What follows belongs to an exercise in optimizing a design on an open flow for small area, a short achievable clock period and few clock cycles; a production flow would make more cautious choices.
Function was checked by simulation only, so behaviour that the tests miss may differ from the original.

## least_squares_parabola_fit_unit
module least_squares_parabola_fit_unit (
  input  logic                              clk,
  input  logic                              rst_n,
  input  logic                              in_valid,
  output logic                              in_ready,
  input  logic signed [lsq_pkg::XW-1:0]     in_point_x,
  input  logic signed [lsq_pkg::XW-1:0]     in_point_y,
  input  logic                              in_last_point,
  output logic                              out_valid,
  input  logic                              out_ready,
  output logic signed [lsq_pkg::CoefW-1:0]  out_coef_a,
  output logic signed [lsq_pkg::CoefW-1:0]  out_coef_b,
  output logic signed [lsq_pkg::CoefW-1:0]  out_coef_c,
  output logic                              out_singular
);
  logic        v0, l0, l1, l2;
  logic [11:0] x0, y0;
  logic [22:0] u1;
  logic [5:0]  xo1, xt1, xn1, yo1, yt1, yn1;
  logic        snap_lock;
  logic        take, adv0, c0, last0;
  logic [11:0] xg, yg;
  logic [22:0] sq;
  logic [12:0] xb, yb;
  logic [5:0]  xo, xt, xn, yo, yt, yn;
  logic [10:0] n_a,    n_s,    n_nx;
  logic [21:0] sx_a,   sx_s,   sx_nx;
  logic [21:0] sy_a,   sy_s,   sy_nx;
  logic [32:0] sx2_a,  sx2_s,  sx2_nx;
  logic [33:0] sxy_as, sxy_ac, sxy_s, sxy_ns, sxy_nc, sxy_fin, sxy_is, sxy_ic;
  logic [43:0] sx3_as, sx3_ac, sx3_s, sx3_ns, sx3_nc, sx3_fin, sx3_is, sx3_ic;
  logic [43:0] sx2y_as, sx2y_ac, sx2y_s, sx2y_ns, sx2y_nc, sx2y_fin, sx2y_is, sx2y_ic;
  logic [54:0] sx4_as, sx4_ac, sx4_s, sx4_ns, sx4_nc, sx4_fin, sx4_is, sx4_ic;
  assign in_ready = !v0 || !l0 || !snap_lock;
  assign take     = in_valid && in_ready;
  assign adv0     = v0 && (!l0 || !snap_lock);
  assign last0    = adv0 && l0;
  assign c0       = adv0 && !n_a[10];        
  assign xg       = c0 ? x0 : 12'd0;
  assign yg       = c0 ? y0 : 12'd0;
  assign xb = {x0, 1'b0};
  assign yb = {y0, 1'b0};
  for (genvar i = 0; i < 6; i++) begin : g_benc
    assign xo[i] = xb[2*i] ^ xb[2*i+1];
    assign xt[i] = (xb[2*i+2] & ~xb[2*i+1] & ~xb[2*i]) | (~xb[2*i+2] & xb[2*i+1] & xb[2*i]);
    assign xn[i] = xb[2*i+2] & ~(xb[2*i+1] & xb[2*i]);
    assign yo[i] = yb[2*i] ^ yb[2*i+1];
  ...
==> flow/config.mk <==
export PLATFORM = sky130hd
export DESIGN_NAME = least_squares_parabola_fit_unit
export DESIGN_NICKNAME = least_squares_parabola_fit_unit
export VERILOG_FILES = /design/flow/design.v
export SDC_FILE = /design/flow/constraint.sdc
export NUM_CORES = 8
export LEC_CHECK = 0
export CAP_MARGIN = 20
export CORE_MARGIN = 2
export CORE_UTILIZATION = 45
export CTS_BUF_LIST = sky130_fd_sc_hd__clkbuf_16
export CTS_CLUSTER_DIAMETER = 100
export CTS_CLUSTER_SIZE = 20
export SLEW_MARGIN = 20
==> flow/constraint.sdc <==
create_clock -name core_clock -period 10.0 [get_ports {clk}]
set_input_delay 2.0000 -clock core_clock [delete_from_list [all_inputs] [get_ports {clk}]]
set_output_delay 2.0000 -clock core_clock [all_outputs]
set_load 0.01 [all_outputs]
standard.sh (not shown) runs the stock make flow with config.mk's settings and CLKGATE_MAP_FILE= SYNTH_SCRIPT=/design/flow/synth_recipe.tcl, a recipe that flattens the netlist after the stock synthesis.
==> flow/flow/run.sh <==
#!/bin/bash
set -euo pipefail
bash standard.sh SETUP_SLACK_MARGIN=5.5 finish > layout.log 2>&1
Testbench counts at the start, summed over its fixed seeds: cycles 6,897.
==> next run, changes <==
==> flow/run.sh (new file) <==
#!/bin/bash
# synth_recipe.tcl (not shown) runs the flow's synth.tcl, then flattens the netlist and writes it again
# the make line also repeats each setting of config.mk as NAME=value (left out here)
make -C /OpenROAD-flow-scripts/flow DESIGN_CONFIG=/design/flow/config.mk WORK_HOME=/design/flow/orfs CLKGATE_MAP_FILE= SYNTH_SCRIPT=/design/flow/synth_recipe.tcl finish
Settings changed: CORE_UTILIZATION 45 to 60, CTS_BUF_LIST sky130_fd_sc_hd__clkbuf_16 to default, CTS_CLUSTER_DIAMETER 100 to default, CTS_CLUSTER_SIZE 20 to default, SETUP_SLACK_MARGIN from default to 5.
removed: flow/flow/run.sh
removed: flow/standard.sh
Result:
- non-clock buffer count is lower by 143
- first-iteration DRC count is higher slightly
- area after synthesis is unchanged
- die area is lower by a quarter to a third

* * *

Setup of v6:
Starting RTL as in the previous note.
export LEC_CHECK = 0
export CAP_MARGIN = 20
export CORE_MARGIN = 2
export CORE_UTILIZATION = 45
export CTS_BUF_LIST = sky130_fd_sc_hd__clkbuf_4 sky130_fd_sc_hd__clkbuf_8
export CTS_CLUSTER_SIZE = 20
export SLEW_MARGIN = 20
create_clock -name core_clock -period 10.0 [get_ports {clk}]
==> flow/flow/run.sh <==
#!/bin/bash
set -euo pipefail
bash standard.sh SETUP_SLACK_MARGIN=5.5 finish > layout.log 2>&1
v6: done, clean on timing, DRC and antenna
Testbench counts of v6, summed over its fixed seeds: cycles 6,897.
Changes in v34 relative to v6:
diff --git a/flow/config.mk b/flow/config.mk
--- a/flow/config.mk
+++ b/flow/config.mk
@@ -11,2 +11,3 @@
-export CTS_BUF_LIST = sky130_fd_sc_hd__clkbuf_4 sky130_fd_sc_hd__clkbuf_8
-export CTS_CLUSTER_SIZE = 20
+export CTS_BUF_LIST = sky130_fd_sc_hd__clkbuf_16
+export CTS_CLUSTER_DIAMETER = 110
+export CTS_CLUSTER_SIZE = 28
==> run summary <==
Re placeable core region: no difference whatsoever between v6 and v34. The higher antenna diode instance count of v6 and v34 is in v34. Looking at non-clock buffer count, v34 sits 12% higher than v6 does. Min met3 layer wire length in the routed design across v6 and v34: v6. Count of routing violations after the opening detailed-route iteration grows by more than 10% when moving from v6 to v34. Lower cell area after layout goes to v34 over v6.
#### Input delta (v59 over v34)
==> flow/flow/run.sh <==
#!/bin/bash
set -euo pipefail
bash standard.sh SETUP_SLACK_MARGIN=5.6 finish > layout.log 2>&1
diff --git a/flow/config.mk b/flow/config.mk
--- a/flow/config.mk
+++ b/flow/config.mk
@@ -13 +13 @@
-export CTS_CLUSTER_SIZE = 28
+export CTS_CLUSTER_SIZE = 26
Results
Compared with v34, v59 improves routed wire length.
[compare] base=v34 new=v59: post-CTS setup repair buffer count went down 7; post-route cell area went down 1100 um^2.
On global placer's final weighted congestion: between v59 and v34, it ends up lower for v59.
When the final numbers for v59 and v34 were put side by side, the length of the first detailed-routing pass in iterations turned out to be greater in v59.
Final-layout worst hold slack: v34 vs v59 — no meaningful difference
~same placed standard-cell area in v59 and v34
Changes in v53 relative to v59:
==> flow/run.sh (new file) <==
#!/bin/bash
# synth_recipe.tcl (not shown) runs the flow's synth.tcl, then flattens the netlist and writes it again
# the make line also repeats each setting of config.mk as NAME=value (left out here)
make -C /OpenROAD-flow-scripts/flow DESIGN_CONFIG=/design/flow/config.mk WORK_HOME=/design/flow/orfs CLKGATE_MAP_FILE= SYNTH_SCRIPT=/design/flow/synth_recipe.tcl finish
diff --git a/flow/config.mk b/flow/config.mk
--- a/flow/config.mk
+++ b/flow/config.mk
@@ -10,4 +10,2 @@
-export CORE_UTILIZATION = 45
-export CTS_BUF_LIST = sky130_fd_sc_hd__clkbuf_16
-export CTS_CLUSTER_DIAMETER = 110
-export CTS_CLUSTER_SIZE = 26
+export CORE_UTILIZATION = 70
+export SETUP_SLACK_MARGIN = 5
removed: flow/flow/run.sh
removed: flow/standard.sh
==> run summary <==
Pre-CTS setup slack ends up lower on v53. Side by side, clock latency at the later pin of the worst-skew pair turned out higher in v53 than in v59. Taking v59 as the reference, in v53 portion of the clock cycle consumed by the worst path in the final layout shows an increase of 5.5 points, global routing met1 resource utilization shows an increase of 17 points.

* * *

Starting RTL as in the previous note.
export LEC_CHECK = 0
export CAP_MARGIN = 20
export CORE_MARGIN = 2
export CORE_UTILIZATION = 45
export CTS_BUF_LIST = sky130_fd_sc_hd__clkbuf_8
export CTS_CLUSTER_SIZE = 20
export SLEW_MARGIN = 20
create_clock -name core_clock -period 10.0 [get_ports {clk}]
==> flow/flow/run.sh <==
#!/bin/bash
set -euo pipefail
bash standard.sh SETUP_SLACK_MARGIN=5.5 finish > layout.log 2>&1
Testbench counts at the start, summed over its fixed seeds: cycles 6,897.
Then changed:
==> flow/run.sh (new file) <==
#!/bin/bash
# synth_recipe.tcl (not shown) runs the flow's synth.tcl, then flattens the netlist and writes it again
# the make line also repeats each setting of config.mk as NAME=value (left out here)
make -C /OpenROAD-flow-scripts/flow DESIGN_CONFIG=/design/flow/config.mk WORK_HOME=/design/flow/orfs CLKGATE_MAP_FILE= SYNTH_SCRIPT=/design/flow/synth_recipe.tcl finish
--- a/flow/config.mk
+++ b/flow/config.mk
@@ -9,5 +9,4 @@
 export CORE_MARGIN = 2
 export CORE_UTILIZATION = 45
-export CTS_BUF_LIST = sky130_fd_sc_hd__clkbuf_8
-export CTS_CLUSTER_SIZE = 20
+export SETUP_SLACK_MARGIN = 5
 export SLEW_MARGIN = 20
removed: flow/flow/run.sh
removed: flow/standard.sh
The new run completed with no timing, DRC or antenna violations.
Wire length shrinks by 2.7%.
Critical path depth shrinks by 5.
Die area stays the same.
Global-route usage shrinks by 0.19 points.
Fmax shrinks by 8.7%.
Then changed:
==> flow/flow/run.sh (new file) <==
#!/bin/bash
set -euo pipefail
bash standard.sh SETUP_SLACK_MARGIN=6.0 finish > layout.log 2>&1
==> flow/standard.sh (new file) <==
#!/bin/bash
# synth_recipe.tcl (not shown) runs the flow's synth.tcl, then flattens the netlist and writes it again
# the make line also repeats each setting of config.mk as NAME=value (left out here)
make -C /OpenROAD-flow-scripts/flow DESIGN_CONFIG=/design/flow/config.mk WORK_HOME=/design/flow/orfs CLKGATE_MAP_FILE= SYNTH_SCRIPT=/design/flow/synth_recipe.tcl "${@:-finish}"
--- a/flow/config.mk
+++ b/flow/config.mk
@@ -9,4 +9,5 @@
 export CORE_MARGIN = 2
 export CORE_UTILIZATION = 45
-export SETUP_SLACK_MARGIN = 5
+export CTS_BUF_LIST = sky130_fd_sc_hd__clkbuf_8
+export CTS_CLUSTER_SIZE = 20
 export SLEW_MARGIN = 20
removed: flow/run.sh
Result: Cell area climbs by roughly a tenth. Die area does not change. Routed wire length climbs by about a fifth. Flip-flop and latch count is unchanged. Hold slack got worse by 0.024 ns. Via count climbs by a little under a tenth. Setup slack improved by 0.51 ns. Utilization climbs by 4.6 points.
Then changed:
==> flow/run.sh (new file) <==
#!/bin/bash
# synth_recipe.tcl (not shown) runs the flow's synth.tcl, then flattens the netlist and writes it again
# the make line also repeats each setting of config.mk as NAME=value (left out here)
make -C /OpenROAD-flow-scripts/flow DESIGN_CONFIG=/design/flow/config.mk WORK_HOME=/design/flow/orfs CLKGATE_MAP_FILE= SYNTH_SCRIPT=/design/flow/synth_recipe.tcl finish
--- a/flow/config.mk
+++ b/flow/config.mk
@@ -9,5 +9,6 @@
 export CORE_MARGIN = 2
 export CORE_UTILIZATION = 45
-export CTS_BUF_LIST = sky130_fd_sc_hd__clkbuf_8
-export CTS_CLUSTER_SIZE = 20
+export CTS_BUF_LIST = sky130_fd_sc_hd__clkbuf_4
+export CTS_CLUSTER_SIZE = 12
+export SETUP_SLACK_MARGIN = 5
 export SLEW_MARGIN = 20
removed: flow/flow/run.sh
removed: flow/standard.sh
=> Cell count is lower slightly. Area after synthesis is unchanged. Non-clock buffer count is lower by 834.
Then changed:
==> flow/flow/run.sh (new file) <==
#!/bin/bash
set -euo pipefail
bash standard.sh SETUP_SLACK_MARGIN=5.6 finish > layout.log 2>&1
==> flow/standard.sh (new file) <==
#!/bin/bash
# synth_recipe.tcl (not shown) runs the flow's synth.tcl, then flattens the netlist and writes it again
# the make line also repeats each setting of config.mk as NAME=value (left out here)
make -C /OpenROAD-flow-scripts/flow DESIGN_CONFIG=/design/flow/config.mk WORK_HOME=/design/flow/orfs CLKGATE_MAP_FILE= SYNTH_SCRIPT=/design/flow/synth_recipe.tcl "${@:-finish}"
--- a/flow/config.mk
+++ b/flow/config.mk
@@ -9,6 +9,5 @@
 export CORE_MARGIN = 2
 export CORE_UTILIZATION = 45
-export CTS_BUF_LIST = sky130_fd_sc_hd__clkbuf_4
-export CTS_CLUSTER_SIZE = 12
-export SETUP_SLACK_MARGIN = 5
+export CTS_BUF_LIST = sky130_fd_sc_hd__clkbuf_8
+export CTS_CLUSTER_SIZE = 20
 export SLEW_MARGIN = 20
removed: flow/run.sh
After rerunning:
- The new run went through all stages and came out clean
- final cell count is lower by 0.93%
- first-iteration DRC count is higher by 9.4%
- synthesized area is unchanged
- non-clock buffer count goes up by 267

-- afterwards: timing with drivers on the ports --
The flow's constraints put no driver on any port. The routed layouts listed below were extracted and timed again, unchanged, in two steps.
Step 1, drivers: a clkbuf_16 drives clk and a buf_2 each remaining input, both assumed.
Step 2 moves the port delays by t, midway between the first and last clock arrival at a register: inputs arrive t later, outputs are due t later. That takes back most of the time a late clock gives input paths.
Three values: ideal, step 1, step 2; two values: the first two.
| run | t (ns) | setup WS [ns] | worst register clock-pin slew, ns | pins driven straight from the clock port |
|---|---|---|---|---|
| the first run of note 1 | 1.057 | 5.400 / 5.400 / 5.400 | 0.10 / 0.10 | 1 |
| the second run of note 1 | 1.060 | 5.039 / 5.039 / 5.039 | 0.07 / 0.07 | 1 |
| v6 | 1.265 | 5.441 / 5.441 / 5.441 | 0.08 / 0.08 | 1 |
| v34 | 1.046 | 5.384 / 5.384 / 5.384 | 0.12 / 0.12 | 1 |
| v59 | 1.026 | 5.503 / 5.503 / 5.102 | 0.12 / 0.12 | 1 |
| v53 | 1.055 | 4.950 / 4.950 / 4.950 | 0.07 / 0.07 | 1 |
| the first run of note 3 | 1.252 | 5.442 / 5.442 / 5.442 | 0.08 / 0.08 | 1 |
| the second run of note 3 | 1.044 | 5.010 / 5.010 / 5.010 | 0.07 / 0.07 | 1 |
| the third run of note 3 | 1.323 | 5.515 / 5.515 / 5.515 | 0.08 / 0.08 | 1 |
| the fourth run of note 3 | 1.712 | 5.036 / 5.036 / 5.036 | 0.09 / 0.09 | 1 |
| the fifth run of note 3 | 1.264 | 5.439 / 5.439 / 5.042 | 0.08 / 0.08 | 1 |
After both steps every run listed still meets setup and hold. For v59, which loses most, drivers alone change the setup slack by 0.000 ns; drivers and shift together by -0.401 ns.
